This is an optimization exercise on Yosys and OpenROAD, whose aim is small area, a short achievable clock period and few clock cycles per item, not a production implementation. The RTL was checked by simulation tests, not by an equivalence proof against the original design.

sierra:
## fme_halfpel_win
module fme_halfpel_win #(
  parameter int PIX_W = 8,
  parameter int REF_W = 16,
  parameter int REF_H = 16
) (
  input  logic                         clk,
  input  logic                         rst,
  input  logic                         start,
  input  logic [$clog2(REF_W)-1:0]     cx,
  input  logic [$clog2(REF_H)-1:0]     cy,
  output logic                         rd_en,
  output logic [$clog2(REF_W*REF_H)-1:0] rd_addr,
  input  logic [PIX_W-1:0]             rd_data,
  output logic                         busy,
  output logic                         done,
  output logic [9*PIX_W-1:0]           half
);
Size: ~2,200 cells after synthesis, roughly 350 flip-flops, about 19,000 um2 of cells after synthesis.
==> flow/config.mk <==
export PLATFORM = sky130hd
export DESIGN_NAME = fme_halfpel_win
export DESIGN_NICKNAME = fme_halfpel_win
export VERILOG_FILES = /design/flow/design.v
export SDC_FILE = /design/flow/constraint.sdc
export NUM_CORES = 4
export LEC_CHECK = 0
export ABC_AREA = 1
export CAP_MARGIN = 20
export CORE_MARGIN = 2
export CORE_UTILIZATION = 65
export PLACE_DENSITY = 0.75
export SLEW_MARGIN = 20
==> flow/constraint.sdc <==
create_clock -name core_clock -period 9.5 [get_ports {clk}]
set_input_delay 1.9000 -clock core_clock [delete_from_list [all_inputs] [get_ports {clk}]]
set_output_delay 1.9000 -clock core_clock [all_outputs]
set_load 0.01 [all_outputs]
standard.sh (not shown) runs the stock make flow with config.mk's settings and CLKGATE_MAP_FILE= SYNTH_SCRIPT=/design/flow/synth_recipe.tcl, a recipe that flattens the netlist after the stock synthesis.
==> flow/flow/run.sh <==
#!/bin/bash
set -euo pipefail
MARGIN=6.0
bash standard.sh SETUP_SLACK_MARGIN=$MARGIN finish > orfs_make.log 2>&1
sierra was carried through to the last stage, and its layout satisfied the timing, DRC and antenna checks.
Testbench counts of sierra, summed over its fixed seeds: cycles 17,279, items 384.
Input-level comparison between pepper and sierra:
- changing CORE_UTILIZATION from 65 to 40
- removing PLACE_DENSITY (formerly 0.75)
==> run notes <==
Between pepper and sierra, the worst-case setup slack after placement is lower for pepper.
Initial antenna violation count, pepper and sierra: lower on sierra
Against sierra, the final cell area of pepper is higher.
The number of non-clock buffers of pepper exceeds that of sierra by 7.9%.
pepper against sierra: number of clock buffers in the layout moved down, share of the core filled with cells in the final layout moved down, hold slack level.
pepper and sierra ended up with roughly the same final global-route overflow total.
Global-route usage was lower in the run labelled pepper.
## Diff of input files: nickel against pepper
==> flow/flow/run.sh <==
#!/bin/bash
set -euo pipefail
MARGIN=6.0
bash standard.sh SETUP_SLACK_MARGIN=$MARGIN "BUFFER_PORTS_ARGS=-buffer_cell sky130_fd_sc_hd__buf_2" finish > orfs_make.log 2>&1
Notes after the runs:
On post-synth net total, pepper tracks nickel almost exactly. Layout buffering overhead excluding clock cells: nickel < pepper. Compared nickel vs pepper, and via count of the first global-routing pass is down in nickel. The higher relative max-transition margin of nickel and pepper is in nickel. Against pepper, wire length in nickel fell slightly. Changes observed in nickel relative to pepper: number of design-rule violations left by the first detailed-router iteration fell by 79, multi-input logic cell count essentially unchanged. pepper and nickel ended up with roughly the same global-route usage.
Changes in indigo relative to nickel:
- setting CTS_CLUSTER_DIAMETER to 150 for the first time
- setting CTS_CLUSTER_SIZE to 30 for the first time
==> flow/flow/run.sh <==
#!/bin/bash
set -euo pipefail
MARGIN=6.0
bash standard.sh SETUP_SLACK_MARGIN=$MARGIN finish > orfs_make.log 2>&1
Notes after the runs:
Across nickel and indigo, none had a timing, DRC or antenna violation. Compared to nickel, indigo shows a narrower setup margin. Compare nickel and indigo | clock tree buffer count of the final layout lower: indigo. Delta (indigo minus nickel): average detailed-routed wire length per instance went down, final-layout fill cell count did not really move. The run with more routed wire is nickel, not indigo. Summary of indigo over nickel: global-route usage went down by 0.57 points; register clock-pin slew on the reported worst setup and hold paths has increased.

-- separate check: timing with driven ports --
Ports are ideal in the flow. The routed layouts listed here were re-timed in OpenROAD. Step 1 sets driving cells, clkbuf_16 on the clock port and buf_2 on the other inputs (assumed; they add their load-dependent delay and slew). Step 2 also shifts input and output timing later by t, the mid clock arrival at the registers, as if the neighbouring blocks saw the same clock. Three values: no drivers, after step 1, after step 2; two values: the first two.
run | shift t [ns] | setup slack, ns | worst setup path at the end | slew at the worst register clock pin (ns)
sierra | 0.573 | 6.065 / 6.014 / 5.538 | input to register | 0.06 / 0.06
pepper | 0.612 | 6.041 / 5.991 / 5.592 | input to register | 0.07 / 0.07
nickel | 0.610 | 6.143 / 6.091 / 5.656 | input to register | 0.07 / 0.07
indigo | 0.572 | 6.058 / 6.007 / 5.623 | input to register | 0.12 / 0.12
After both steps every run listed still meets setup and hold. The setup slack of sierra, which loses most, moves by -0.051 ns with the drivers and by -0.527 ns with both steps.
